What follows belongs to an exercise in optimizing a design on an open flow for small area and a short achievable clock period; a production flow would make more cautious choices.
No run shown here included a check of the RTL's function; only the layout flow was run.
Power figures rest on the tool's default switching activity, not on a simulated workload.

`design/flow/design.v`:
```
`default_nettype none
package rvMemPkg;
    localparam int xlen = 64;
    localparam int maskWidth = xlen / 8;
    typedef logic [2:0] widthCode;
    localparam widthCode lb  = 3'b000;
    localparam widthCode lh  = 3'b001;
    localparam widthCode lw  = 3'b010;
    localparam widthCode ld  = 3'b011;
    localparam widthCode lbu = 3'b100;
    localparam widthCode lhu = 3'b101;
    localparam widthCode lwu = 3'b110;
    typedef union packed {
        logic [xlen-1:0] dword;
        logic [1:0][31:0] word;
        logic [3:0][15:0] half;
        logic [7:0][7:0] bytes;
    } memWord;
endpackage
`default_nettype wire
`default_nettype none
package platformPkg;
    localparam logic [63:0] mtimecmpAddr = 64'h0000_0000_0200_4000;
    localparam logic [63:0] mtimeAddr = 64'h0000_0000_0200_bff8;
    localparam logic [63:0] mtimecmpReset = '1;
endpackage
`default_nettype wire
`timescale 1ns/1ps
`default_nettype none
module accessControl (
    input  logic clk,
    input  logic arstN,
    input  logic reqValid,
    input  logic reqWrite,
    input  rvMemPkg::widthCode reqWidth,
    input  logic [rvMemPkg::xlen-1:0] reqAddr,
    input  logic [rvMemPkg::xlen-1:0] reqWdata,
    input  logic memStall,
    output logic busy,
    output logic done,
    output logic weMem,
    output logic reMem,
    output logic [rvMemPkg::xlen-1:0] heldAddr,
    output logic [rvMemPkg::xlen-1:0] heldWdata,
    output logic [rvMemPkg::maskWidth-1:0] heldMask,
    output logic [1:0] heldSize,
    output logic [2:0] loadBase,
    output logic [7:0] loadExtSel,
    output logic [2:0] loadSource,           
    output logic captureLoad,
    output logic timerRead,
    output logic timerReadMtime,             
    output logic timerReadMtimecmp,          
    output logic writeMtime,
    output logic writeMtimecmp,
    output logic acceptMtimecmpWrite,
    output logic [3:0] notLoadMtimecmp       
);
    logic accept;
    logic hitMtime;
    logic hitMtimecmp;
    logic isTimer;
    logic [rvMemPkg::xlen-1:0] fmtData;
    logic [rvMemPkg::maskWidth-1:0] fmtMask;
    logic atLeastHalf;
    logic atLeastWord;
    logic isDouble;
    logic [2:0] base;
    logic [2:0] top;
    logic signExt;
    logic [7:0] extSel;
    assign accept = reqValid && !busy;
    logic [2:0] notShared;
    logic notMtimecmpLow;
    logic notAcceptWrite;
    timerAddrMatch uMatch (
        .addr(reqAddr),
        .hitMtime(hitMtime),
        .hitMtimecmp(hitMtimecmp),
        .notShared(notShared),
        .notMtimecmpLow(notMtimecmpLow)
    );
    assign notAcceptWrite = !(reqValid && !busy && reqWrite);
    for (genvar j = 0; j < 4; j++) begin : gLoadCmp
        localparam int r = j % 3;
        cmpLoadGate uLoad (
            .notShared({notShared[(r+2)%3], notShared[(r+1)%3], notShared[r]}),
            .notLow(j < 2 ? notMtimecmpLow : notAcceptWrite),
            .notAccept(j < 2 ? notAcceptWrite : notMtimecmpLow),
            .notLoad(notLoadMtimecmp[j])
        );
    end
    assign isTimer = hitMtime || hitMtimecmp;
    assign acceptMtimecmpWrite = accept && reqWrite && hitMtimecmp;
    storeFormatter uStoreFormatter (
        .size(reqWidth[1:0]),
        .offset(reqAddr[2:0]),
        .wdata(reqWdata),
        .fmtData(fmtData),
        .fmtMask(fmtMask)
    );
    assign atLeastHalf = (reqWidth[1:0] != 2'd0);
    assign atLeastWord = reqWidth[1];
    assign isDouble = (reqWidth[1:0] == 2'd3);
    assign base = reqAddr[2:0] & ~{isDouble, atLeastWord, atLeastHalf};
    assign top = base | {1'b0, atLeastWord, atLeastHalf};
    assign signExt = !reqWidth[2] && !isDouble;
    for (genvar k = 0; k < 8; k++) begin : gExtSel
        assign extSel[k] = signExt && (top == 3'(k));
    end
    always_ff @(posedge clk) begin
        if (!busy) begin
            loadBase <= base;
            loadExtSel <= extSel;
            loadSource <= {hitMtimecmp, hitMtime, !isTimer};
            heldAddr <= reqAddr;
            heldWdata <= fmtData;
            heldMask <= fmtMask;
            heldSize <= reqWidth[1:0];
        end
    end
    always_ff @(posedge clk or negedge arstN) begin
        if (!arstN) begin
            busy <= 1'b0;
            done <= 1'b0;
            weMem <= 1'b0;
            reMem <= 1'b0;
            timerReadMtime <= 1'b0;
            timerReadMtimecmp <= 1'b0;
            writeMtime <= 1'b0;
            writeMtimecmp <= 1'b0;
        end else begin
            busy <= accept || (busy && !done);
            done <= ((weMem || reMem) && !memStall) || timerRead || writeMtime || writeMtimecmp;
            weMem <= (accept && reqWrite && !isTimer) || (weMem && memStall);
            reMem <= (accept && !reqWrite && !isTimer) || (reMem && memStall);
            timerReadMtime <= accept && !reqWrite && hitMtime;
            timerReadMtimecmp <= accept && !reqWrite && hitMtimecmp;
            writeMtime <= accept && reqWrite && hitMtime;
            writeMtimecmp <= acceptMtimecmpWrite;
        end
    end
    assign timerRead = timerReadMtime || timerReadMtimecmp;
    assign captureLoad = (reMem && !memStall) || timerRead;
endmodule
module timerAddrMatch (
    input  logic [63:0] addr,
    output logic hitMtime,
    output logic hitMtimecmp,
    output logic [2:0] notShared,
    output logic notMtimecmpLow
);
    localparam logic [63:0] mtimeAddr = platformPkg::mtimeAddr;
    localparam logic [63:0] mtimecmpAddr = platformPkg::mtimecmpAddr;
    logic [15:0] sharedHit;
    logic [3:0] mtimeLowHit;
    logic [3:0] mtimecmpLowHit;
    logic notMtimeLow;
    for (genvar k = 4; k < 16; k++) begin : gShared
        nibbleMatch #(.K(mtimeAddr[4*k +: 4])) uNibble (
            .a(addr[4*k +: 4]),
            .y(sharedHit[k])
        );
    end
    assign sharedHit[3:0] = '0;
    for (genvar k = 0; k < 4; k++) begin : gLow
        nibbleMatch #(.K(mtimeAddr[4*k +: 4])) uMtime (
            .a(addr[4*k +: 4]),
            .y(mtimeLowHit[k])
        );
        nibbleMatch #(.K(mtimecmpAddr[4*k +: 4])) uMtimecmp (
            .a(addr[4*k +: 4]),
            .y(mtimecmpLowHit[k])
        );
    end
    for (genvar j = 0; j < 3; j++) begin : gSharedAnd
        gateNand #(.N(4)) uAnd (.a(sharedHit[4*j+4 +: 4]), .y(notShared[j]));
    end
    gateNand #(.N(4)) uMtimeAnd (.a(mtimeLowHit), .y(notMtimeLow));
    gateNand #(.N(4)) uMtimecmpAnd (.a(mtimecmpLowHit), .y(notMtimecmpLow));
    gateNor #(.N(4)) uMtimeHit (.a({notShared, notMtimeLow}), .y(hitMtime));
    gateNor #(.N(4)) uMtimecmpHit (.a({notShared, notMtimecmpLow}), .y(hitMtimecmp));
endmodule
module cmpLoadGate (
    input  logic [2:0] notShared,
    input  logic notLow,
    input  logic notAccept,
    output logic notLoad
);
    logic sharedHigh;
    logic rest;
    gateNor #(.N(2)) uA (.a(notShared[1:0]), .y(sharedHigh));
    gateNor #(.N(3)) uB (.a({notShared[2], notLow, notAccept}), .y(rest));
    gateNand #(.N(2)) uY (.a({sharedHigh, rest}), .y(notLoad));
endmodule
module nibbleMatch #(
    parameter logic [3:0] K = 4'h0
) (
    input  logic [3:0] a,
    output logic y
);
    assign y = (a == K);
endmodule
`default_nettype wire
`timescale 1ns/1ps
`default_nettype none
module storeFormatter (
    input  logic [1:0] size,         
    input  logic [2:0] offset,
    input  logic [rvMemPkg::xlen-1:0] wdata,
    output logic [rvMemPkg::xlen-1:0] fmtData,
    output logic [rvMemPkg::maskWidth-1:0] fmtMask
);
    logic isByte;
    logic isHalf;
    logic isWord;
    logic isDouble;
    logic [7:0][7:0] b;
    logic [7:0][7:0] lane;
    sizeDecode uSize (
        .size(size),
        .isByte(isByte),
        .isHalf(isHalf),
        .isWord(isWord),
        .isDouble(isDouble)
    );
    always_comb begin
        for (int k = 0; k < 8; k++) begin
            fmtMask[k] = isDouble ||
                         ((k[2] == offset[2]) &&
                          (isWord ||
                           ((k[1] == offset[1]) &&
                            (isHalf || (k[0] == offset[0])))));
        end
    end
    assign b = wdata;
    assign lane[0] = b[0];
    assign lane[1] = (fmtMask[1] && isByte) ? b[0] : b[1];
    assign lane[2] = (fmtMask[2] && (isByte || isHalf)) ? b[0] : b[2];
    assign lane[3] = (fmtMask[3] && isByte) ? b[0] :
                     (fmtMask[3] && isHalf) ? b[1] : b[3];
    assign lane[4] = (fmtMask[4] && !isDouble) ? b[0] : b[4];
    assign lane[5] = (fmtMask[5] && isByte) ? b[0] :
                     (fmtMask[5] && (isHalf || isWord)) ? b[1] : b[5];
    assign lane[6] = (fmtMask[6] && (isByte || isHalf)) ? b[0] :
                     (fmtMask[6] && isWord) ? b[2] : b[6];
    assign lane[7] = (fmtMask[7] && isByte) ? b[0] :
                     (fmtMask[7] && isHalf) ? b[1] :
                     (fmtMask[7] && isWord) ? b[3] : b[7];
    assign fmtData = lane;
endmodule
module sizeDecode (
    input  logic [1:0] size,
    output logic isByte,
    output logic isHalf,
    output logic isWord,
    output logic isDouble
);
    assign isByte = (size == 2'd0);
    assign isHalf = (size == 2'd1);
    assign isWord = (size == 2'd2);
    assign isDouble = (size == 2'd3);
endmodule
`default_nettype wire
`timescale 1ns/1ps
`default_nettype none
module loadAligner (
    input  logic clk,
    input  logic arstN,
    input  logic [2:0] base,                 
    input  logic [1:0] size,
    input  logic [7:0] extSel,               
    input  logic captureLoad,
    input  logic timerReadMtime,
    input  logic timerReadMtimecmp,
    input  logic [2:0] source,               
    input  logic [rvMemPkg::xlen-1:0] rdataMem,
    input  logic [rvMemPkg::xlen-1:0] mtime,
    input  logic [rvMemPkg::xlen-1:0] mtimecmp,
    output logic [rvMemPkg::xlen-1:0] rdData
);
    logic [7:0][7:0] memBytes;
    logic [7:0][7:0] mtimeBytes;
    logic [7:0][7:0] mtimecmpBytes;
    logic [7:0][7:0] memLane;
    logic timerRead;
    logic [7:0][7:0] lane;
    logic atLeastHalf;
    logic atLeastWord;
    logic isDouble;
    logic [7:0] memTops;
    logic [7:0] mtimeTops;
    logic [7:0] mtimecmpTops;
    logic memExt;
    logic timerExt;
    logic ext;
    logic [7:0][7:0] res;
    assign memBytes = rdataMem;
    assign mtimeBytes = mtime;
    assign mtimecmpBytes = mtimecmp;
    assign timerRead = timerReadMtime || timerReadMtimecmp;
    assign atLeastHalf = (size != 2'd0);
    assign atLeastWord = size[1];
    assign isDouble = (size == 2'd3);
    for (genvar k = 0; k < 8; k++) begin : gTops
        assign memTops[k] = rdataMem[8*k+7];
        assign mtimeTops[k] = mtime[8*k+7];
        assign mtimecmpTops[k] = mtimecmp[8*k+7];
    end
    assign memExt = |(extSel & memTops);
    assign timerExt = (source[2] && |(extSel & mtimecmpTops)) ||
                      (source[1] && |(extSel & mtimeTops));
    assign ext = timerExt || (source[0] && memExt);
    assign memLane[0] = memBytes[base];
    assign memLane[1] = memBytes[{base[2:1], 1'b1}];
    assign memLane[2] = memBytes[{base[2], 2'b10}];
    assign memLane[3] = memBytes[{base[2], 2'b11}];
    assign memLane[7:4] = memBytes[7:4];
    for (genvar k = 0; k < 8; k++) begin : gLane
        assign lane[k] = ({8{source[1]}} & mtimeBytes[k]) |
                         ({8{source[2]}} & mtimecmpBytes[k]) |
                         ({8{source[0]}} & memLane[k]);
    end
    assign res[0] = lane[0];
    assign res[1] = atLeastHalf ? lane[1] : {8{ext}};
    assign res[2] = atLeastWord ? lane[2] : {8{ext}};
    assign res[3] = atLeastWord ? lane[3] : {8{ext}};
    assign res[4] = isDouble ? lane[4] : {8{ext}};
    assign res[5] = isDouble ? lane[5] : {8{ext}};
    assign res[6] = isDouble ? lane[6] : {8{ext}};
    assign res[7] = isDouble ? lane[7] : {8{ext}};
    always_ff @(posedge clk or negedge arstN) begin
        if (!arstN) begin
            rdData <= '0;
        end else if (captureLoad) begin
            rdData <= res;
        end
    end
endmodule
`default_nettype wire
`timescale 1ns/1ps
`default_nettype none
module mmioTimer #(
    parameter int unsigned TimerStep = 1
) (
    input  logic clk,
    input  logic arstN,
    input  logic [rvMemPkg::xlen-1:0] reqWdata,
    input  logic busy,
    input  logic reqAddrBit3,                
    input  logic [3:0] notLoadMtimecmp,      
    input  logic writeMtime,                 
    input  logic writeMtimecmp,              
    input  logic [rvMemPkg::xlen-1:0] heldWdata,
    output logic [rvMemPkg::xlen-1:0] mtime,
    output logic [rvMemPkg::xlen-1:0] mtimecmp,
    output logic timerIrq
);
    localparam int xlen = rvMemPkg::xlen;
    logic [xlen-1:0] mtimeInc;
    logic mtimeAllOnes;
    logic [xlen-1:0] mtimeNext;
    logic [xlen-1:0] mtimecmpNext;
    logic [xlen-1:0] other;
    logic [7:0] halfNotGt;
    logic [7:0] halfNotLt;
    logic [7:0] heldNotGt;
    logic [7:0] heldNotLt;
    logic dataGt;
    logic dataLt;
    logic mtimeWasAllOnes;
    logic notIncEqCmp;
    logic notEqCmp;
    logic irqRest;
    logic irqStep;
    logic irqNext;
    logic [3:0] notCarryIn;                  
    logic [4:1] onesBelowNext;
    for (genvar a = 1; a <= 4; a++) begin : gOnesBelow
        assign onesBelowNext[a] = writeMtime ? (&heldWdata[16*a-1:0]) :
                                  ((&mtime[16*a-1:1]) && !mtime[0]);
    end
    always_ff @(posedge clk or negedge arstN) begin
        if (!arstN) begin
            notCarryIn <= '1;
            mtimeAllOnes <= 1'b0;
        end else begin
            notCarryIn <= {~onesBelowNext[3:1], 1'b1};
            mtimeAllOnes <= onesBelowNext[4];
        end
    end
    timerIncrement uIncrement (
        .value(mtime),
        .notCarryIn(notCarryIn[3:1]),
        .inc(mtimeInc)
    );
    assign mtimeNext = writeMtime ? heldWdata :
                       ((TimerStep == 1) ? mtimeInc : mtime + xlen'(TimerStep));
    for (genvar j = 0; j < 4; j++) begin : gCmpNext
        assign mtimecmpNext[16*j +: 16] = notLoadMtimecmp[j] ? mtimecmp[16*j +: 16] : reqWdata[16*j +: 16];
    end
    assign other = reqAddrBit3 ? mtimecmp : mtime;
    compareFront uFront (
        .a(reqWdata),
        .b(other),
        .notGt(halfNotGt),
        .notLt(halfNotLt)
    );
    always_ff @(posedge clk) begin
        heldNotGt <= halfNotGt;
        heldNotLt <= halfNotLt;
        mtimeWasAllOnes <= mtimeAllOnes;
    end
    compareBack uBack (
        .notGtIn(heldNotGt),
        .notLtIn(heldNotLt),
        .gt(dataGt),
        .lt(dataLt)
    );
    incEqual uIncEqual (
        .value(mtime),
        .target(mtimecmp),
        .notIncEq(notIncEqCmp),
        .notEq(notEqCmp)
    );
    always_comb begin
        if (writeMtime) begin
            irqRest = !dataLt;
        end else if (writeMtimecmp) begin
            irqRest = !mtimeAllOnes && (!notEqCmp || (!mtimeWasAllOnes && !dataGt));
        end else begin
            irqRest = !mtimeAllOnes && timerIrq;
        end
    end
    irqJoin uJoin (
        .notIncEq(notIncEqCmp),
        .writeMtime(writeMtime),
        .rest(irqRest),
        .irq(irqStep)
    );
    assign irqNext = (TimerStep == 1) ? irqStep : (mtimeNext >= mtimecmp);
    always_ff @(posedge clk or negedge arstN) begin
        if (!arstN) begin
            mtime <= '0;
            mtimecmp <= platformPkg::mtimecmpReset;
            timerIrq <= 1'b0;
        end else begin
            mtime <= mtimeNext;
            mtimecmp <= mtimecmpNext;
            timerIrq <= irqNext;
        end
    end
endmodule
module timerIncrement (
    input  logic [63:0] value,
    input  logic [3:1] notCarryIn,           
    output logic [63:0] inc
);
    logic [3:0][3:0][3:0] notRun;
    logic [3:0][3:0] notBlocks;
    logic [63:0] carry;
    for (genvar a = 0; a < 4; a++) begin : gGroup
        for (genvar b = 0; b < 4; b++) begin : gBlock
            gateNand #(.N(1)) uRun0 (.a(value[16*a+4*b]), .y(notRun[a][b][0]));
            for (genvar c = 1; c < 4; c++) begin : gRun
                gateNand #(.N(c + 1)) uRun (
                    .a(value[16*a+4*b +: c + 1]),
                    .y(notRun[a][b][c])
                );
            end
        end
        assign notBlocks[a][0] = 1'b0;
        assign notBlocks[a][1] = notRun[a][0][3];
        gateOr #(.N(2)) uBlocks2 (
            .a({notRun[a][1][3], notRun[a][0][3]}),
            .y(notBlocks[a][2])
        );
        gateOr #(.N(3)) uBlocks3 (
            .a({notRun[a][2][3], notRun[a][1][3], notRun[a][0][3]}),
            .y(notBlocks[a][3])
        );
    end
    assign carry[0] = 1'b1;
    for (genvar i = 0; i < 63; i++) begin : gCarry
        localparam int j = i + 1;            
        localparam int a = i / 16;
        localparam int b = (i / 4) % 4;
        localparam int c = i % 4;
        if (j % 16 == 0) begin : gGroupStart
            gateNor #(.N(1)) uCarry (.a(notCarryIn[j/16]), .y(carry[j]));
        end else if (a == 0 && b == 0) begin : gRunOnly
            gateNor #(.N(1)) uCarry (.a(notRun[a][b][c]), .y(carry[j]));
        end else if (a == 0) begin : gBlocksRun
            gateNor #(.N(2)) uCarry (
                .a({notBlocks[a][b], notRun[a][b][c]}),
                .y(carry[j])
            );
        end else if (b == 0) begin : gGroupsRun
            gateNor #(.N(2)) uCarry (
                .a({notCarryIn[a], notRun[a][b][c]}),
                .y(carry[j])
            );
        end else begin : gAll
            gateNor #(.N(3)) uCarry (
                .a({notCarryIn[a], notBlocks[a][b], notRun[a][b][c]}),
                .y(carry[j])
            );
        end
    end
    assign inc = value ^ carry;
endmodule
module compareFront (
    input  logic [63:0] a,
    input  logic [63:0] b,
    output logic [7:0] notGt,
    output logic [7:0] notLt
);
    logic [63:0] g0;
    logic [63:0] l0;
    logic [31:0] g1;
    logic [31:0] l1;
    logic [15:0] g2;
    logic [15:0] l2;
    assign g0 = a & ~b;
    assign l0 = ~a & b;
    for (genvar i = 0; i < 32; i++) begin : gL1
        compareNodePos uNode (
            .gtHigh(g0[2*i+1]), .ltHigh(l0[2*i+1]),
            .gtLow(g0[2*i]), .ltLow(l0[2*i]),
            .notGt(g1[i]), .notLt(l1[i])
        );
    end
    for (genvar i = 0; i < 16; i++) begin : gL2
        compareNodeNeg uNode (
            .notGtHigh(g1[2*i+1]), .notLtHigh(l1[2*i+1]),
            .notGtLow(g1[2*i]), .notLtLow(l1[2*i]),
            .gt(g2[i]), .lt(l2[i])
        );
    end
    for (genvar i = 0; i < 8; i++) begin : gL3
        compareNodePos uNode (
            .gtHigh(g2[2*i+1]), .ltHigh(l2[2*i+1]),
            .gtLow(g2[2*i]), .ltLow(l2[2*i]),
            .notGt(notGt[i]), .notLt(notLt[i])
        );
    end
endmodule
module compareBack (
    input  logic [7:0] notGtIn,
    input  logic [7:0] notLtIn,
    output logic gt,
    output logic lt
);
    logic [3:0] g4;
    logic [3:0] l4;
    logic [1:0] g5;
    logic [1:0] l5;
    for (genvar i = 0; i < 4; i++) begin : gL4
        compareNodeNeg uNode (
            .notGtHigh(notGtIn[2*i+1]), .notLtHigh(notLtIn[2*i+1]),
            .notGtLow(notGtIn[2*i]), .notLtLow(notLtIn[2*i]),
            .gt(g4[i]), .lt(l4[i])
        );
    end
    for (genvar i = 0; i < 2; i++) begin : gL5
        compareNodePos uNode (
            .gtHigh(g4[2*i+1]), .ltHigh(l4[2*i+1]),
            .gtLow(g4[2*i]), .ltLow(l4[2*i]),
            .notGt(g5[i]), .notLt(l5[i])
        );
    end
    compareNodeNeg uTop (
        .notGtHigh(g5[1]), .notLtHigh(l5[1]),
        .notGtLow(g5[0]), .notLtLow(l5[0]),
        .gt(gt), .lt(lt)
    );
endmodule
module compareNodePos (
    input  logic gtHigh,
    input  logic ltHigh,
    input  logic gtLow,
    input  logic ltLow,
    output logic notGt,
    output logic notLt
);
    assign notGt = !((gtHigh || gtLow) && !ltHigh);
    assign notLt = !((ltHigh || ltLow) && !gtHigh);
endmodule
module compareNodeNeg (
    input  logic notGtHigh,
    input  logic notLtHigh,
    input  logic notGtLow,
    input  logic notLtLow,
    output logic gt,
    output logic lt
);
    assign gt = !((notGtHigh && notGtLow) || !notLtHigh);
    assign lt = !((notLtHigh && notLtLow) || !notGtHigh);
endmodule
module incEqual (
    input  logic [63:0] value,
    input  logic [63:0] target,
    output logic notIncEq,
    output logic notEq
);
    logic [63:0] diff;
    logic [63:0] below;
    xorVector #(.N(64)) uDiff (
        .a(value),
        .b(target),
        .y(diff)
    );
    assign below = value & diff;
    incEqualTree uTree (
        .below(below),
        .diff(diff),
        .notIncEq(notIncEq),
        .notEq(notEq)
    );
endmodule
module incEqualTree (
    input  logic [63:0] below,
    input  logic [63:0] diff,
    output logic notIncEq,
    output logic notEq
);
    logic [63:0] ok;
    logic [15:0] okA;
    logic [7:0] okB;
    logic [3:0] okC;
    logic [1:0] okD;
    logic [31:0] sameA;
    logic [7:0] sameB;
    logic [3:0] sameC;
    for (genvar i = 0; i < 63; i++) begin : gStep
        assign ok[i] = (diff[i+1] == below[i]);
    end
    assign ok[63] = diff[0];
    for (genvar i = 0; i < 16; i++) begin : gOkA
        gateNand #(.N(4)) uGate (.a(ok[4*i +: 4]), .y(okA[i]));
    end
    for (genvar i = 0; i < 8; i++) begin : gOkB
        gateNor #(.N(2)) uGate (.a(okA[2*i +: 2]), .y(okB[i]));
    end
    for (genvar i = 0; i < 4; i++) begin : gOkC
        gateNand #(.N(2)) uGate (.a(okB[2*i +: 2]), .y(okC[i]));
    end
    for (genvar i = 0; i < 2; i++) begin : gOkD
        gateNor #(.N(2)) uGate (.a(okC[2*i +: 2]), .y(okD[i]));
    end
    gateNand #(.N(2)) uOk (.a(okD), .y(notIncEq));
    for (genvar i = 0; i < 32; i++) begin : gSameA
        gateNor #(.N(2)) uGate (.a(diff[2*i +: 2]), .y(sameA[i]));
    end
    for (genvar i = 0; i < 8; i++) begin : gSameB
        gateNand #(.N(4)) uGate (.a(sameA[4*i +: 4]), .y(sameB[i]));
    end
    for (genvar i = 0; i < 4; i++) begin : gSameC
        gateNor #(.N(2)) uGate (.a(sameB[2*i +: 2]), .y(sameC[i]));
    end
    gateNand #(.N(4)) uSame (.a(sameC), .y(notEq));
endmodule
module andNotVector #(
    parameter int N = 64
) (
    input  logic [N-1:0] a,
    input  logic [N-1:0] b,
    output logic [N-1:0] y
);
    assign y = a & ~b;
endmodule
module xorVector #(
    parameter int N = 64
) (
    input  logic [N-1:0] a,
    input  logic [N-1:0] b,
    output logic [N-1:0] y
);
    assign y = a ^ b;
endmodule
module irqJoin (
    input  logic notIncEq,
    input  logic writeMtime,
    input  logic rest,
    output logic irq
);
    assign irq = !(notIncEq || writeMtime) || rest;
endmodule
module gateNand #(
    parameter int N = 2
) (
    input  logic [N-1:0] a,
    output logic y
);
    assign y = !(&a);
endmodule
module gateNor #(
    parameter int N = 2
) (
    input  logic [N-1:0] a,
    output logic y
);
    assign y = !(|a);
endmodule
module gateOr #(
    parameter int N = 2
) (
    input  logic [N-1:0] a,
    output logic y
);
    assign y = |a;
endmodule
module gateAnd #(
    parameter int N = 2
) (
    input  logic [N-1:0] a,
    output logic y
);
    assign y = &a;
endmodule
`default_nettype wire
`timescale 1ns/1ps
`default_nettype none
module loadStoreUnit #(
    parameter int unsigned TimerStep = 1
) (
    input  logic clk,
    input  logic arstN,
    input  logic reqValid,
    input  logic reqWrite,
    input  rvMemPkg::widthCode reqWidth,
    input  logic [rvMemPkg::xlen-1:0] reqAddr,
    input  logic [rvMemPkg::xlen-1:0] reqWdata,
    input  logic [rvMemPkg::xlen-1:0] rdataMem,
    input  logic memStall,
    output logic busy,
    output logic done,
    output logic [rvMemPkg::xlen-1:0] rdData,
    output logic [rvMemPkg::xlen-1:0] address,
    output logic weMem,
    output logic reMem,
    output logic [rvMemPkg::xlen-1:0] wdataMem,
    output logic [rvMemPkg::maskWidth-1:0] wmaskMem,
    output logic timerIrq
);
    logic [rvMemPkg::xlen-1:0] heldAddr;
    logic [rvMemPkg::xlen-1:0] heldWdata;
    logic [rvMemPkg::maskWidth-1:0] heldMask;
    logic [1:0] heldSize;
    logic [2:0] loadBase;
    logic [7:0] loadExtSel;
    logic [2:0] loadSource;
    logic captureLoad;
    logic timerRead;
    logic timerReadMtime;
    logic timerReadMtimecmp;
    logic writeMtime;
    logic writeMtimecmp;
    logic acceptMtimecmpWrite;
    logic [3:0] notLoadMtimecmp;
    logic [rvMemPkg::xlen-1:0] mtime;
    logic [rvMemPkg::xlen-1:0] mtimecmp;
    accessControl uAccessControl (
        .clk(clk),
        .arstN(arstN),
        .reqValid(reqValid),
        .reqWrite(reqWrite),
        .reqWidth(reqWidth),
        .reqAddr(reqAddr),
        .reqWdata(reqWdata),
        .memStall(memStall),
        .busy(busy),
        .done(done),
        .weMem(weMem),
        .reMem(reMem),
        .heldAddr(heldAddr),
        .heldWdata(heldWdata),
        .heldMask(heldMask),
        .heldSize(heldSize),
        .loadBase(loadBase),
        .loadExtSel(loadExtSel),
        .loadSource(loadSource),
        .captureLoad(captureLoad),
        .timerRead(timerRead),
        .timerReadMtime(timerReadMtime),
        .timerReadMtimecmp(timerReadMtimecmp),
        .writeMtime(writeMtime),
        .writeMtimecmp(writeMtimecmp),
        .acceptMtimecmpWrite(acceptMtimecmpWrite),
        .notLoadMtimecmp(notLoadMtimecmp)
    );
    loadAligner uLoadAligner (
        .clk(clk),
        .arstN(arstN),
        .base(loadBase),
        .size(heldSize),
        .extSel(loadExtSel),
        .captureLoad(captureLoad),
        .timerReadMtime(timerReadMtime),
        .timerReadMtimecmp(timerReadMtimecmp),
        .source(loadSource),
        .rdataMem(rdataMem),
        .mtime(mtime),
        .mtimecmp(mtimecmp),
        .rdData(rdData)
    );
    mmioTimer #(
        .TimerStep(TimerStep)
    ) uMmioTimer (
        .clk(clk),
        .arstN(arstN),
        .reqWdata(reqWdata),
        .busy(busy),
        .reqAddrBit3(reqAddr[3]),
        .notLoadMtimecmp(notLoadMtimecmp),
        .writeMtime(writeMtime),
        .writeMtimecmp(writeMtimecmp),
        .heldWdata(heldWdata),
        .mtime(mtime),
        .mtimecmp(mtimecmp),
        .timerIrq(timerIrq)
    );
    assign address = heldAddr;
    assign wdataMem = heldWdata;
    assign wmaskMem = heldMask;
endmodule
`default_nettype wire
```
`design/flow/constraint.sdc`:
```
create_clock -name core_clock -period 4.1 [get_ports {clk}]
set_input_delay 0.8200 -clock core_clock [delete_from_list [all_inputs] [get_ports {clk}]]
set_output_delay 0.8200 -clock core_clock [all_outputs]
set_load 0.01 [all_outputs]
```
`design/flow/config.mk`:
```
export PLATFORM = sky130hd
export DESIGN_NAME = loadStoreUnit
export DESIGN_NICKNAME = loadStoreUnit
export VERILOG_FILES = /design/flow/design.v
export SDC_FILE = /design/flow/constraint.sdc
export NUM_CORES = 4
export LEC_CHECK = 0
export CAP_MARGIN = 20
export CORE_MARGIN = 2
export CORE_UTILIZATION = 55
export CTS_BUF_LIST = sky130_fd_sc_hd__clkbuf_8
export CTS_CLUSTER_DIAMETER = 70
export CTS_CLUSTER_SIZE = 12
export SETUP_SLACK_MARGIN = 1.8
export SLEW_MARGIN = 20
export SYNTH_HIERARCHICAL = 1
```
`design/flow/standard.sh`:
```
#!/bin/bash
# synth_recipe.tcl (not shown) runs the flow's synth.tcl, then flattens the netlist and writes it again
# the make line also repeats each setting of config.mk as NAME=value (left out here)
make -C /OpenROAD-flow-scripts/flow DESIGN_CONFIG=/design/flow/config.mk WORK_HOME=/design/flow/orfs CLKGATE_MAP_FILE= SYNTH_SCRIPT=/design/flow/synth_recipe.tcl "${@:-finish}"
```
`design/flow/flow/run.sh`:
```
#!/bin/bash
# The standard layout, with plain buffers on the ports instead of the
# delay cells buffer_ports picks by default. Every port still gets a buffer.
set -euo pipefail
export BUFFER_PORTS_ARGS="-buffer_cell sky130_fd_sc_hd__buf_1"
bash standard.sh > standard.log 2>&1
```
==> key figures, run 1 <==
Clock tree
  • CTS tree: done
  • CTS H-tree lvls: 2
  • CTS root buf: clkbuf_8
  • Hold buffer count at cts: 0
  • CTS buffer count: 39
  • Clk latency of the worst-skew pair: 650 ps
  • Reg clk slew, reported paths: 100 ps
  • Max clock buf depth: 3
  • Clk sinks: 374

Power
  • Comb power frac: 28.2%
  • Max IR drop VDD: 490 uV
  • Internal power: 6.79 mW
  • PD cells: 420 nW/um^2
  • Share of power burned in the clock network: 21.6%
  • Sw frac: 38.2%
  • Seq pwr share: 50.2%
  • P_leak: 10.8 nW
  • Psw: 4.20 mW

Setup path
  • CP delay by family, top: flip-flops
  • Critical R2R Launch: uAccessControl.loadBase[2]$_DFFE_PN_
  • Critical path peak fanout: 3
  • Cell Chain, Critical Path: buf_1
  • CP startpoint kind: flip-flop
  • WP data arrival: 1420 ps
  • Data required, critical path: 3280 ps
  • CP peak stage delay: 570 ps
  • CP Class: flip-flop to primary output
  • Reg2Reg Setup Slack: 1880 ps
  • Reg2reg end: uLoadAligner.rdData[6]$_DFFE_PN0P_
  • Worst Setup End Kind: primary output
  • Worst path bufs/invs: 1
  • Slowest-stage cell, CP: edfxtp_1
  • R2r worst-path depth: 5

Place
  • RePlAce Congestion: 0.973
  • Dpl cells: 2,937
  • DPL Wire Length: 61,000 um
  • Port bufs: 404

Route
  • Avg WL per Cell: 26.8 um
  • Routed Antenna Nets: 0
  • Vias per cell: 6.20
  • Vias after detailed routing: 18,800
  • Final wirelength: 81,300 um
  • Initial DRC count: 1,966
  • Drt pass-1 iters: 5
  • DRC: 0

GRT
  • Gr ovfl total: 0
  • Gr usage total: 36.8%
  • Pin count of the biggest net entering global routing: 120
  • First-pass GRT wire length: 119,000 um
  • Vias in the first global route: 18,100
  • Initial antenna violation count: 3

STA
  • Hold slack: 291 ps
  • Hold Vio Cnt, Final: 0
  • Min cycle time layout: 2240 ps
  • Slew HR: 27.9%
  • Slew @ Worst Pin: 1080 ps
  • Setup TNS Final: 0 ps
  • RSZ-0062 raised after global routing: false
  • F_max: 0.447 GHz
  • Worst Clk Skew: 21.4 ps
  • Final setup fails: 0
  • Max-slew violations: 0
  • Period utilization: 54.6%

Die
  • I/O Pins: 405
  • Initial core utilization: 56.0%
  • Die Span Y: 208 um
  • Row count: 74
  • Die Area: 43,400 sq um
  • Die span in x: 208 um
  • Core Box Area: 41,000 sq um

Final layout
  • Fill cell count: 3,445
  • Non-filler instance count after layout: 3,033
  • Commonest cells after routing, fill and taps aside: buf_1 (400), mux2_2 (223), nor2_1 (156), edfxtp_1 (152), and2b_2 (129)
  • Area of the multi-input gates: 12,400 sq um
  • Storage element area: 10,200 sq um
  • Share of layout cells above drive strength 1: 28.1%
  • Post-Route Utilization: 63.7%
  • Nets: 2,667
  • Most common cell after layout, fill and taps aside: buf_1
  • Synthesis-to-finish area growth: 13.7%

Synth
  • Syn_nets: 2,263
  • Synthesized area: 23,000 sq um
  • Cell count after synthesis: 2,063
  • YS warnings: 10
  • Avg Cell Area, Syn: 11.1 sq um

Min path
  • Worst Hold Class: input port to async pin

Outcome
  • Outcome: timing/DRC/antenna clean

Job
  • Max_cap viols: 0
-- stage by stage --
step	total power [mW]	setup WS [ps]	instance area, sq um
3_3_place_gp	8.55	997	25100
6_report	11.0	1860	26100
3_5_place_dp	8.60	912	25100
5_1_grt	11.4	1800	26100
2_1_floorplan	7.10	1030	23200
4_1_cts	11.0	1800	25900
-- power by group through the flow --
stage / registers, mW / clock network, mW / logic [mW]
finish: 5.52 / 2.37 / 3.10
global route: 5.57 / 2.53 / 3.31
CTS: 5.48 / 2.41 / 3.07
detailed placement: 5.58 / 0 / 3.02
global placement: 5.57 / 0 / 2.98
floorplan: 5.69 / 0 / 1.41
-- routing by layer --
| metal | GRT usage [%] | up-vias | routed length [um] |
|---|---|---|---|
| met3 | 8.08 | 148 | 7460 |
| met4 | 13.8 | 2 | 3290 |
| met5 | 0 | - | 12 |
| met2 | 56.6 | 943 | 36200 |
| li1 | - | 8326 | - |
| met1 | 51.2 | 9374 | 34400 |
-- area by class of cell --
type,instances,area share (%)
multi-input cells,1559,47.6
diodes,3,0.0287
inverters,38,0.560
clock buffers,39,2.05
repair buffers,455,7.71
well taps,532,2.55
clock inverters,33,0.632
flip-flops and latches,374,38.8
-- sequential cells by signal (all words and copies together), names as in the netlist, 8 cells and up --
name / cells
uMmioTimer.heldNotGt: 8
uMmioTimer.heldNotLt: 8
uAccessControl.heldAddr: 64
uAccessControl.heldWdata: 64
uMmioTimer.mtime: 64
uAccessControl.heldMask: 8
uLoadAligner.rdData: 64
uMmioTimer.mtimecmp: 64
uAccessControl.loadExtSel: 8
-- timing repair --
action                     in CTS  in global routing
setup buffers                   8                 13
pin swaps                       4                  7
resized for setup              16                 29
setup endpoints to repair     189                 49
-- worst max path at each step --
stage	endpoint	cells after the start	from	slack (ps)
after floorplan	uAccessControl.heldAddr[0]$_DFFE_PN_	1	uAccessControl.busy$_DFF_PN0_	1030
after global placement	uAccessControl.heldWdata[35]$_DFFE_PN_	6	reqWidth[0]	1000
after detailed placement	uAccessControl.heldWdata[35]$_DFFE_PN_	6	reqWidth[0]	910
after CTS	uLoadAligner.rdData[19]$_DFFE_PN0P_	5	uAccessControl.reMem$_DFF_PN0_	1800
after global routing	uMmioTimer.timerIrq$_DFF_PN0_	10	uMmioTimer.mtimecmp[39]$_DFFE_PN1N_	1800
final	wdataMem[43]	1	uAccessControl.heldWdata[43]$_DFFE_PN_	1860
-- worst reg2reg max path, stage by stage, from the launching register on --
cell and delay, ps:
edfxtp_1 530, buf_4 380, mux2_1 430, mux4_2 540, nand2_1 110, a31oi_1 90
==> inputs of run 2 (changes only) <==
--- a/design/flow/config.mk
+++ b/design/flow/config.mk
@@ -13,3 +13,3 @@
 export CTS_CLUSTER_SIZE = 12
-export SETUP_SLACK_MARGIN = 1.8
+export SETUP_SLACK_MARGIN = 1.7
 export SLEW_MARGIN = 20
==> key figures, run 2 <==
Synth
  • Avg Cell Area, Syn: 11.1 sq um
  • YS warnings: 10
  • Syn_nets: 2,263
  • Cell count after synthesis: 2,063
  • Synthesized area: 23,000 sq um

Outcome
  • Outcome: timing/DRC/antenna clean

Min path
  • Worst Hold Class: input port to async pin

Route
  • Avg WL per Cell: 26.9 um
  • DRC: 0
  • Initial DRC count: 1,968
  • Drt pass-1 iters: 5
  • Routed Antenna Nets: 0
  • Vias per cell: 6.23
  • Final wirelength: 82,000 um
  • Vias after detailed routing: 19,000

STA
  • Min cycle time layout: 2320 ps
  • Worst Clk Skew: 31.6 ps
  • F_max: 0.431 GHz
  • Setup ws final: 1780 ps
  • Final setup fails: 0
  • Setup TNS Final: 0 ps
  • RSZ-0062 raised after global routing: false
  • Slew @ Worst Pin: 1030 ps
  • Max-slew violations: 0
  • Hold Vio Cnt, Final: 0
  • Slew HR: 31.3%
  • Period utilization: 56.6%

Job
  • Max_cap viols: 0

Clock tree
  • Reg clk slew, reported paths: 90 ps
  • Clk latency of the worst-skew pair: 650 ps
  • Clk sinks: 374
  • CTS tree: done
  • Max clock buf depth: 3
  • Hold buffer count at cts: 0
  • CTS H-tree lvls: 2
  • CTS buffer count: 38
  • CTS root buf: clkbuf_8

Power
  • Max IR drop VDD: 661 uV
  • P_leak: 10.8 nW
  • PD cells: 419 nW/um^2

Setup path
  • Slowest-stage cell, CP: buf_8
  • Data required, critical path: 4680 ps
  • Critical path peak fanout: 56
  • WP data arrival: 2900 ps
  • CP startpoint kind: input port
  • Cell mode on critical path: o21bai_1
  • CP peak stage delay: 480 ps
  • CP Class: input port to flip-flop
  • Worst Setup End Kind: flip-flop
  • Cell Chain, Critical Path: buf_2 > buf_8 > mux2_2 > and2b_2 > o21bai_1 > a21boi_1 > o21bai_1

Final layout
  • Area of the multi-input gates: 12,400 sq um
  • Storage element area: 10,100 sq um
  • Nets: 2,676
  • Post-Route Utilization: 63.7%
  • Synthesis-to-finish area growth: 13.6%
  • Fill cell count: 3,513
  • Most common cell after layout, fill and taps aside: buf_1
  • Commonest cells after routing, fill and taps aside: buf_1 (400), mux2_2 (237), nor2_1 (156), edfxtp_1 (152), and2b_2 (129)
  • Share of layout cells above drive strength 1: 27.6%
  • Fin area: 26,100 sq um

Die
  • Row count: 74
  • I/O Pins: 405
  • Die Span Y: 208 um
  • Core Box Area: 41,000 sq um
  • Die Area: 43,400 sq um
  • Die span in x: 208 um
  • Initial core utilization: 56.0%

GRT
  • Vias in the first global route: 18,400
  • Gr ovfl total: 0
  • First-pass GRT wire length: 119,000 um
  • Pin count of the biggest net entering global routing: 81
  • Gr usage total: 36.8%
  • Initial antenna violation count: 8

Place
  • Pre-CTS setup slack: 642 ps
  • DPL Wire Length: 59,900 um
  • Port bufs: 404
  • Post-place instance area: 25,100 sq um
  • RePlAce Congestion: 0.960
-- run 2: per-stage QoR --
stage | power, mW | hold slack [ps] | cells
3_5_place_dp | 8.57 | 363 | 2942
6_report | 10.9 | 293 | 3044
4_1_cts | 10.9 | 295 | 3017
3_3_place_gp | 8.52 | 362 | 2942
5_1_grt | 11.4 | 349 | 3039
2_1_floorplan | 7.09 | 341 | 2063
-- run 2: final cells by class --
cell class	instances	share of cell area [%]
clock inverter	30	0.599
antenna	7	0.0671
inverter	38	0.561
sequential	374	38.8
timing repair buffer	465	7.98
tap	532	2.55
clock buffer	39	2.06
multi-input combinational	1559	47.4
-- run 2: worst max-delay path: cells and delay by family --
| family | cells | cell delay, ps |
|---|---|---|
| AOI/OAI and AO/OA | 3 | 680 |
| and+or+nand+nor | 1 | 190 |
| muxes | 1 | 400 |
| buffers and inverters | 2 | 760 |
-- run 2: layer usage --
layer	part of all wire, %	GRT usage (%)	vias to the layer above
li1	-	-	8346
met1	40	47.9	9523
met2	46	58.2	907
met3	8.8	8.35	188
met4	5.3	18.1	2
met5	0.017	0	-
-- run 2: path summary, 6_finish.rpt --
kind / startpoint / to / slack (ps) / cells after the start
max: reqAddr[3] / uMmioTimer.heldNotLt[3]$_DFF_P_ / 1780 / 7
min: arstN / uMmioTimer.mtime[57]$_DFF_PN0_ / 290 / 1
max reg2reg: uAccessControl.loadBase[2]$_DFFE_PN_ / uLoadAligner.rdData[8]$_DFFE_PN0P_ / 1780 / 5
min reg2reg: uMmioTimer.mtimeAllOnes$_DFF_PN0_ / uMmioTimer.mtimeWasAllOnes$_DFF_P_ / 380 / 0
max in group asynchronous: arstN / uMmioTimer.notCarryIn[3]$_DFF_PN1_ / 2750 / 2
min in group core_clock: uMmioTimer.mtimeAllOnes$_DFF_PN0_ / uMmioTimer.mtimeWasAllOnes$_DFF_P_ / 380 / 0
-- run 2: what timing repair did --
| item | in CTS | in global routing |
|---|---|---|
| gates resized for setup | 11 | 20 |
| endpoints found under the setup margin | 125 | 151 |
| pin swaps | 4 | 6 |
| setup buffers | 6 | 20 |
| endpoints found under the hold margin | 0 | 0 |
-- run 2: where the power goes --
group	internal, mW	switching [mW]	total, mW
logic	0.996	2.13	3.12
registers	4.87	0.591	5.46
clock network	0.964	1.40	2.36
total	6.83	4.11	10.9
==> inputs of run 3 (changes only) <==
--- a/design/flow/config.mk
+++ b/design/flow/config.mk
@@ -9,7 +9,7 @@
 export CORE_MARGIN = 2
-export CORE_UTILIZATION = 55
+export CORE_UTILIZATION = 60
 export CTS_BUF_LIST = sky130_fd_sc_hd__clkbuf_8
-export CTS_CLUSTER_DIAMETER = 70
-export CTS_CLUSTER_SIZE = 12
-export SETUP_SLACK_MARGIN = 1.7
+export CTS_CLUSTER_DIAMETER = 60
+export CTS_CLUSTER_SIZE = 16
+export SETUP_SLACK_MARGIN = 1.8
 export SLEW_MARGIN = 20
==> key figures, run 3 <==
Outcome
  • Outcome: timing/DRC/antenna clean

Setup path
  • CP Class: flip-flop to flip-flop
  • CP delay by family, top: simple AND/OR/NAND/NOR gates
  • WP data arrival: 2830 ps
  • Data required, critical path: 4640 ps
  • CP peak stage delay: 660 ps
  • Worst path bufs/invs: 0
  • CP startpoint kind: flip-flop
  • Slowest-stage cell, CP: dfstp_2
  • Critical path peak fanout: 5
  • Crit path launch: uMmioTimer.mtimecmp[39]$_DFFE_PN1N_
  • Critical R2R Launch: uMmioTimer.mtimecmp[39]$_DFFE_PN1N_
  • Worst Setup End Kind: flip-flop
  • Cell Chain, Critical Path: xor2_1 > nor2_1 > nand4_1 > nor2_2 > nand4_1 > o211ai_1 > o21ai_0 > or3_1 > o21ai_0 > o21bai_1

Route
  • Vias per cell: 6.25
  • Initial DRC count: 1,858
  • DRC: 0
  • Final wirelength: 77,400 um
  • Vias after detailed routing: 18,800
  • Drt pass-1 iters: 6
  • Routed Antenna Nets: 0
  • Avg WL per Cell: 25.8 um

GRT
  • Gr ovfl total: 0
  • Initial antenna violation count: 4
  • Pin count of the biggest net entering global routing: 133
  • First-pass GRT wire length: 113,000 um
  • Gr usage total: 38.6%
  • Vias in the first global route: 17,900

Final layout
  • Share of layout cells above drive strength 1: 27.7%
  • Synthesis-to-finish area growth: 13.7%
  • Area of the multi-input gates: 12,400 sq um
  • Storage element area: 10,100 sq um
  • Commonest cells after routing, fill and taps aside: buf_1 (400), mux2_2 (223), nor2_1 (156), edfxtp_1 (152), and2b_2 (129)
  • Fin area: 26,100 sq um
  • Fill cell count: 3,021
  • Non-filler instance count after layout: 3,002
  • Nets: 2,662
  • Post-Route Utilization: 69.4%
  • Most common cell after layout, fill and taps aside: buf_1

Clock tree
  • CTS tree: done
  • CTS root buf: clkbuf_8
  • CTS buffer count: 35
  • CTS H-tree lvls: 2
  • Clk sinks: 374
  • Max clock buf depth: 3
  • Reg clk slew, reported paths: 100 ps
  • Clk latency of the worst-skew pair: 650 ps

Power
  • Comb power frac: 27.8%
  • P_leak: 10.8 nW
  • PD cells: 425 nW/um^2
  • Sw frac: 37.4%
  • Internal power: 6.95 mW
  • Share of power burned in the clock network: 22.8%
  • Pwr Total: 11.1 mW
  • Psw: 4.15 mW
  • Max IR drop VDD: 467 uV
  • Seq pwr share: 49.4%

Job
  • Max_cap viols: 0

Die
  • Core Box Area: 37,700 sq um
  • I/O Pins: 405
  • Die Area: 39,900 sq um
  • Row count: 71
  • Die span in x: 200 um
  • Die Span Y: 200 um
  • Initial core utilization: 61.0%

STA
  • Setup TNS Final: 0 ps
  • Hold slack: 351 ps
  • Slew HR: 28.7%
  • Setup ws final: 1810 ps
  • Min cycle time layout: 2290 ps
  • Max-slew violations: 0
  • F_max: 0.436 GHz
  • RSZ-0062 raised after global routing: true
  • Period utilization: 55.9%
  • Slew @ Worst Pin: 1070 ps
  • Hold Vio Cnt, Final: 0
  • Final setup fails: 0
  • Worst Clk Skew: 35.9 ps

Min path
  • Worst Hold Class: input port to async pin

Place
  • DPL Wire Length: 58,800 um
  • Port bufs: 404
  • Pre-CTS setup slack: 935 ps
  • Dpl cells: 2,920
  • RePlAce Congestion: 0.966
  • Post-place instance area: 25,100 sq um

Synth
  • YS warnings: 10
  • Avg Cell Area, Syn: 11.1 sq um
  • Synthesized area: 23,000 sq um
  • Syn_nets: 2,263
  • Cell count after synthesis: 2,063
[run 3: path summary, 6_finish.rpt]
path | depth (start not counted) | slack [ps] | to
hold reg to reg | 0 | 380 | uMmioTimer.mtimeWasAllOnes$_DFF_P_
min in group core_clock | 0 | 380 | uMmioTimer.mtimeWasAllOnes$_DFF_P_
setup / recovery | 10 | 1810 | uMmioTimer.timerIrq$_DFF_PN0_
hold / removal | 1 | 350 | uLoadAligner.rdData[35]$_DFFE_PN0P_
setup reg to reg | 10 | 1810 | uMmioTimer.timerIrq$_DFF_PN0_
max in group asynchronous | 3 | 2670 | uMmioTimer.mtimecmp[54]$_DFFE_PN1N_
[run 3: routing by layer]
metal / GRT usage (%) / part of all wire, %
met1: 54.5 / 41
met3: 7.38 / 10
met4: 18.6 / 4.7
met2: 57.6 / 44
met5: 0 / 0
[run 3: layout make-up]
cell class | count | share of cell area [%]
Antenna cell | 2 | 0.0191
Clock buffer | 37 | 1.95
Clock inverter | 27 | 0.996
Inverter | 38 | 0.560
Multi-Input combinational cell | 1559 | 47.6
Sequential cell | 374 | 38.8
Tap cell | 511 | 2.45
Timing Repair Buffer | 454 | 7.65
[run 3: power groups by stage]
stage | registers, mW | clock network, mW | logic (mW)
after floorplan | 5.69 | 0 | 1.41
after global placement | 5.54 | 0 | 2.96
after detailed placement | 5.55 | 0 | 3.00
after CTS | 5.48 | 2.55 | 3.03
after global routing | 5.55 | 2.67 | 3.33
final | 5.49 | 2.53 | 3.08
[run 3: timing repair]
item | CTS | global route
resized for setup | 10 | 16
hold buffers | 0 | 0
endpoints found under the setup margin | 121 | 91
pin swaps | 4 | 3
buffers inserted | 5 | 11
hold endpoints to repair | 0 | 0
==> inputs of run 4 (changes only) <==
--- a/design/flow/design.v
+++ b/design/flow/design.v
@@ -363,3 +363,2 @@
     logic [xlen-1:0] mtimecmpNext;
-    logic [xlen-1:0] other;
     logic [7:0] halfNotGt;
@@ -401,6 +400,7 @@
     end
-    assign other = reqAddrBit3 ? mtimecmp : mtime;
     compareFront uFront (
         .a(reqWdata),
-        .b(other),
+        .bSel(reqAddrBit3),
+        .bOne(mtimecmp),
+        .bZero(mtime),
         .notGt(halfNotGt),
@@ -513,3 +513,5 @@
     input  logic [63:0] a,
-    input  logic [63:0] b,
+    input  logic bSel,
+    input  logic [63:0] bOne,
+    input  logic [63:0] bZero,
     output logic [7:0] notGt,
@@ -517,2 +519,4 @@
 );
+    logic [63:0] notB;
+    assign notB = ~(bSel ? bOne : bZero);
     logic [63:0] g0;
@@ -523,4 +527,4 @@
     logic [15:0] l2;
-    assign g0 = a & ~b;
-    assign l0 = ~a & b;
+    assign g0 = a & notB;
+    assign l0 = ~(a | notB);
     for (genvar i = 0; i < 32; i++) begin : gL1
--- a/design/flow/config.mk
+++ b/design/flow/config.mk
@@ -9,7 +9,7 @@
 export CORE_MARGIN = 2
-export CORE_UTILIZATION = 60
+export CORE_UTILIZATION = 55
 export CTS_BUF_LIST = sky130_fd_sc_hd__clkbuf_8
-export CTS_CLUSTER_DIAMETER = 60
-export CTS_CLUSTER_SIZE = 16
-export SETUP_SLACK_MARGIN = 1.8
+export CTS_CLUSTER_DIAMETER = 70
+export CTS_CLUSTER_SIZE = 12
+export SETUP_SLACK_MARGIN = 1.9
 export SLEW_MARGIN = 20
==> key figures, run 4 <==
Outcome
  • Outcome: timing/DRC/antenna clean

Setup path
  • R2r worst-path depth: 10
  • CP peak stage delay: 540 ps
  • Critical R2R Launch: uMmioTimer.mtime[32]$_DFF_PN0_
  • Cell Chain, Critical Path: xor2_2 > nor2_1 > nand4_1 > nor2_2 > nand4_1 > o211ai_1 > o21ai_0 > or3_1 > o21ai_0 > o21bai_1
  • Worst Setup End Kind: flip-flop
  • Reg2Reg Setup Slack: 1850 ps
  • CP startpoint kind: flip-flop
  • CP delay by family, top: simple AND/OR/NAND/NOR gates
  • CP Class: flip-flop to flip-flop
  • Worst path bufs/invs: 0
  • WP data arrival: 2790 ps
  • Data required, critical path: 4640 ps
  • Critical path peak fanout: 10
  • Slowest-stage cell, CP: dfrtp_2
  • Reg2reg end: uMmioTimer.timerIrq$_DFF_PN0_

Min path
  • Worst Hold Class: input port to async pin

Clock tree
  • Clk latency of the worst-skew pair: 640 ps
  • CTS buffer count: 38
  • Max clock buf depth: 3
  • Reg clk slew, reported paths: 90 ps
  • Hold buffer count at cts: 0
  • CTS H-tree lvls: 2
  • Clk sinks: 374
  • CTS root buf: clkbuf_8
  • CTS tree: done

GRT
  • Gr usage total: 37.2%
  • Vias in the first global route: 17,600
  • Gr ovfl total: 0
  • Pin count of the biggest net entering global routing: 91
  • Initial antenna violation count: 1
  • First-pass GRT wire length: 115,000 um

STA
  • RSZ-0062 raised after global routing: true
  • Max-slew violations: 0
  • Setup TNS Final: 0 ps
  • Hold Vio Cnt, Final: 0
  • Min cycle time layout: 2250 ps
  • Period utilization: 54.9%
  • Slew HR: 30.3%
  • Slew @ Worst Pin: 1040 ps
  • Setup ws final: 1850 ps
  • Final setup fails: 0
  • Worst Clk Skew: 27.0 ps
  • F_max: 0.444 GHz

Route
  • Final wirelength: 80,500 um
  • Avg WL per Cell: 26.5 um
  • Vias after detailed routing: 18,800
  • Initial DRC count: 1,989
  • Drt pass-1 iters: 6
  • DRC: 0
  • Vias per cell: 6.18
  • Routed Antenna Nets: 0

Power
  • Sw frac: 37.0%
  • Psw: 4.02 mW
  • PD cells: 420 nW/um^2
  • Internal power: 6.85 mW
  • Max IR drop VDD: 372 uV
  • Seq pwr share: 49.7%
  • P_leak: 10.7 nW
  • Comb power frac: 28.9%
  • Share of power burned in the clock network: 21.4%

Synth
  • Avg Cell Area, Syn: 10.9 sq um
  • Syn_nets: 2,261
  • Synthesized area: 22,500 sq um
  • YS warnings: 10
  • Cell count after synthesis: 2,061

Final layout
  • Fill cell count: 3,424
  • Nets: 2,677
  • Area of the multi-input gates: 12,000 sq um
  • Non-filler instance count after layout: 3,041
  • Commonest cells after routing, fill and taps aside: buf_1 (400), nor2_1 (215), edfxtp_1 (152), mux2_2 (149), and2_1 (129)
  • Most common cell after layout, fill and taps aside: buf_1
  • Synthesis-to-finish area growth: 15.1%
  • Share of layout cells above drive strength 1: 21.3%
  • Storage element area: 10,200 sq um

Place
  • Dpl cells: 2,945
  • Port bufs: 404
  • Pre-CTS setup slack: 939 ps
  • DPL Wire Length: 60,200 um
  • RePlAce Congestion: 0.949

Die
  • Die Span Y: 206 um
  • I/O Pins: 405
  • Die span in x: 206 um
  • Initial core utilization: 55.4%
  • Row count: 74
  • Core Box Area: 40,600 sq um
  • Die Area: 42,500 sq um

Job
  • Max_cap viols: 0
run 4: cell count changes in the layout (fill, tap and decap cells not counted), sizes merged, moves of 2 or more:
cell	change
and2b	-128
and3	+2
clkinv	-6
clkinvlp	-3
buf	+14
bufinv	-2
and2	+62
mux2i	+65
inv	+16
mux2	-64
nor2	+62
run 4: what timing repair did:
| item | in CTS | in global routing |
|---|---|---|
| buffers inserted | 13 | 11 |
| pin swaps | 6 | 6 |
| endpoints found under the hold margin | 0 | 0 |
| setup endpoints to repair | 179 | 154 |
| resized for setup | 12 | 43 |
| cloned | 0 | 0 |
run 4: cell type report:
| cell class | instances | area share, % |
|---|---|---|
| Multi-Input combinational cell | 1557 | 46.5 |
| Sequential cell | 374 | 39.3 |
| Timing Repair Buffer | 468 | 8.32 |
| Tap cell | 532 | 2.57 |
| Clock buffer | 38 | 2.02 |
| Clock inverter | 32 | 0.658 |
| Inverter | 38 | 0.604 |
| Antenna cell | 2 | 0.0193 |
run 4: power by group through the flow:
stage | Sequential (mW) | Clock, mW | Combinational [mW]
2_1_floorplan | 5.69 | 0 | 1.42
4_1_cts | 5.40 | 2.39 | 3.12
6_report | 5.41 | 2.32 | 3.14
3_3_place_gp | 5.49 | 0 | 2.98
5_1_grt | 5.48 | 2.51 | 3.38
3_5_place_dp | 5.51 | 0 | 3.02
run 4: stage by stage:
step	area (sq um)	power [mW]	hold slack [ps]	utilization, %
after detailed placement	24800	8.53	380	61.1
final	25900	10.9	357	63.8
after floorplan	22900	7.11	341	-
after global placement	24800	8.47	382	61.1
after global routing	25900	11.4	386	63.8
after CTS	25600	10.9	359	63.2
run 4: per-layer routing:
layer / wire [um] / vias to the layer above / global-route usage, %
li1: - / 8344 / -
met5: 0 / - / 0
met4: 3550 / 0 / 16.1
met2: 35900 / 988 / 57.0
met3: 7690 / 185 / 7.16
met1: 33400 / 9274 / 51.5
run 4: how the worst max path moves through the flow:
| stage | from | cells past startpoint | slack, ps | end |
|---|---|---|---|---|
| after floorplan | uAccessControl.busy$_DFF_PN0_ | 1 | 1030 | uAccessControl.heldAddr[0]$_DFFE_PN_ |
| after global placement | reqAddr[0] | 7 | 990 | uMmioTimer.mtimecmp[6]$_DFFE_PN1N_ |
| after detailed placement | reqAddr[0] | 7 | 940 | uMmioTimer.mtimecmp[13]$_DFFE_PN1N_ |
| after CTS | uMmioTimer.mtime[0]$_DFF_PN0_ | 10 | 1640 | uMmioTimer.timerIrq$_DFF_PN0_ |
| after global routing | uMmioTimer.mtime[32]$_DFF_PN0_ | 10 | 1790 | uMmioTimer.timerIrq$_DFF_PN0_ |
| final | uMmioTimer.mtime[32]$_DFF_PN0_ | 10 | 1850 | uMmioTimer.timerIrq$_DFF_PN0_ |
==> inputs of run 5 (changes only) <==
--- a/design/flow/config.mk
+++ b/design/flow/config.mk
@@ -13,3 +13,3 @@
 export CTS_CLUSTER_SIZE = 12
-export SETUP_SLACK_MARGIN = 1.9
+export SETUP_SLACK_MARGIN = 1.8
 export SLEW_MARGIN = 20
==> key figures, run 5 <==
Final layout
  • Fill cell count: 3,485
  • Area of the multi-input gates: 11,900 sq um
  • Most common cell after layout, fill and taps aside: buf_1
  • Storage element area: 10,100 sq um
  • Synthesis-to-finish area growth: 13.3%
  • Share of layout cells above drive strength 1: 19.6%
  • Fin area: 25,500 sq um
  • Commonest cells after routing, fill and taps aside: buf_1 (399), nor2_1 (217), mux2_2 (159), edfxtp_1 (152), and2_1 (129)
  • Nets: 2,655

GRT
  • Gr ovfl total: 0
  • Gr usage total: 36.8%
  • Pin count of the biggest net entering global routing: 91
  • Initial antenna violation count: 3
  • Vias in the first global route: 17,800
  • First-pass GRT wire length: 114,000 um

Clock tree
  • CTS buffer count: 38
  • CTS H-tree lvls: 2
  • Clk sinks: 374
  • Reg clk slew, reported paths: 90 ps
  • Clk latency of the worst-skew pair: 650 ps
  • Hold buffer count at cts: 0
  • CTS tree: done
  • Max clock buf depth: 3
  • CTS root buf: clkbuf_8

STA
  • RSZ-0062 raised after global routing: false
  • Period utilization: 56.1%
  • F_max: 0.435 GHz
  • Slew @ Worst Pin: 1030 ps
  • Setup ws final: 1800 ps
  • Hold slack: 239 ps
  • Min cycle time layout: 2300 ps
  • Slew HR: 31.0%
  • Hold Vio Cnt, Final: 0
  • Setup TNS Final: 0 ps
  • Max-slew violations: 0
  • Worst Clk Skew: 41.4 ps
  • Final setup fails: 0

Die
  • Die Area: 42,500 sq um
  • Initial core utilization: 55.4%
  • Core Box Area: 40,600 sq um
  • Die Span Y: 206 um
  • Row count: 74
  • I/O Pins: 405
  • Die span in x: 206 um

Route
  • Vias per cell: 6.17
  • Initial DRC count: 1,714
  • Final wirelength: 79,400 um
  • Avg WL per Cell: 26.3 um
  • DRC: 0
  • Drt pass-1 iters: 8
  • Vias after detailed routing: 18,600
  • Routed Antenna Nets: 0

Job
  • Max_cap viols: 0

Place
  • Post-place instance area: 24,600 sq um
  • DPL Wire Length: 59,200 um
  • RePlAce Congestion: 0.913
  • Pre-CTS setup slack: 785 ps
  • Port bufs: 404

Synth
  • YS warnings: 10
  • Cell count after synthesis: 2,061
  • Avg Cell Area, Syn: 10.9 sq um
  • Syn_nets: 2,261
  • Synthesized area: 22,500 sq um

Setup path
  • Data required, critical path: 4670 ps
  • Slowest-stage cell, CP: nor4_1
  • Cell Chain, Critical Path: nand4b_1 > nor4_1 > nand4_1 > o21a_1
  • Critical path peak fanout: 35
  • WP data arrival: 2870 ps
  • Worst Setup End Kind: flip-flop
  • CP startpoint kind: flip-flop
  • CP peak stage delay: 720 ps
  • CP Class: flip-flop to flip-flop

Min path
  • Worst Hold Class: input port to async pin

Power
  • Max IR drop VDD: 333 uV
  • P_leak: 10.5 nW
  • Pwr Total: 10.9 mW
  • PD cells: 427 nW/um^2

Outcome
  • Outcome: timing/DRC/antenna clean
## run 5: timing repair
item | CTS | global route
setup endpoints to repair | 134 | 117
resized for setup | 14 | 20
pin swaps | 4 | 6
setup buffers | 2 | 10
## run 5: through the flow
step           util [%]  cells
6_report           62.8   3020
5_1_grt            62.8   3017
4_1_cts            62.4   3007
3_5_place_dp       60.6   2935
3_3_place_gp       60.5   2934
2_1_floorplan         -   2061
## run 5: final cells by class
class	instances	share of cell area, %
inverters	38	0.575
repair buffers	446	7.61
well taps	532	2.61
flip-flops and latches	374	39.8
diodes	3	0.0295
clock inverters	32	0.668
multi-input cells	1557	46.7
clock buffers	38	2.05
## run 5: path summary, 6_finish.rpt
path / from / endpoint / slack, ps / cells past startpoint
worst min-delay path: arstN / uMmioTimer.mtime[34]$_DFF_PN0_ / 240 / 1
worst max register to register: uAccessControl.writeMtime$_DFF_PN0_ / uMmioTimer.notCarryIn[3]$_DFF_PN1_ / 1800 / 4
max in group asynchronous: arstN / uMmioTimer.mtime[16]$_DFF_PN0_ / 2870 / 2
min in group core_clock: reqAddr[25] / uAccessControl.heldAddr[25]$_DFFE_PN_ / 360 / 1
worst min register to register: uMmioTimer.mtimeAllOnes$_DFF_PN0_ / uMmioTimer.mtimeWasAllOnes$_DFF_P_ / 380 / 0
worst max-delay path: uAccessControl.writeMtime$_DFF_PN0_ / uMmioTimer.notCarryIn[3]$_DFF_PN1_ / 1800 / 4
## run 5: critical path, delay by kind of cell, from the launching register on
kind	cells	cell delay, ps
flip-flops	1	710
AND/OR/NAND/NOR	3	1280
AO/OA/AOI/OAI	1	240
## run 5: layer usage
| metal | vias up | global-route usage (%) | routed length (um) |
|---|---|---|---|
| met2 | 908 | 56.7 | 35600 |
| met3 | 192 | 6.34 | 6460 |
| li1 | 8298 | - | - |
| met4 | 2 | 20.6 | 4760 |
| met5 | - | 0 | 15 |
| met1 | 9228 | 49.3 | 32600 |
## run 5: report_power, final
part	total (mW)	leakage [nW]	switching (mW)	internal [mW]
clock	2.36	0.438	1.41	0.949
combinational	3.07	6.10	2.06	1.01
sequential	5.44	3.94	0.581	4.86
total	10.9	10.5	4.06	6.81

-- separate check: timing with driven ports --
Ports are ideal in the flow. The routed layouts listed here were re-timed in OpenROAD. Step 1 (the two cells are an assumption about what drives the block):
set clk [get_ports {clk}]
set_driving_cell -lib_cell sky130_fd_sc_hd__clkbuf_16 $clk
set_driving_cell -lib_cell sky130_fd_sc_hd__buf_2 [delete_from_list [all_inputs] $clk]
Step 2 moves the port delays by t, midway between the first and last clock arrival at a register: inputs arrive t later, outputs are due t later. That takes back most of the time a late clock gives input paths. Slacks: ideal / step 1 / step 2; pairs: ideal / step 1.
| run | t, ns | slack for setup (ns) | latest minus earliest clock arrival (ns) |
|---|---|---|---|
| run 1 | 0.693 | 1.862 / 1.809 / 1.195 | 0.024 / 0.024 |
| run 2 | 0.691 | 1.781 / 1.781 / 1.117 | 0.034 / 0.034 |
| run 3 | 0.685 | 1.806 / 1.806 / 1.206 | 0.036 / 0.036 |
| run 4 | 0.675 | 1.848 / 1.848 / 1.292 | 0.027 / 0.027 |
| run 5 | 0.692 | 1.799 / 1.799 / 1.199 | 0.042 / 0.042 |
After both steps setup and hold are still met in every run listed. The setup slack of run 1, which loses most, moves by -0.053 ns with the drivers and by -0.667 ns with both steps.
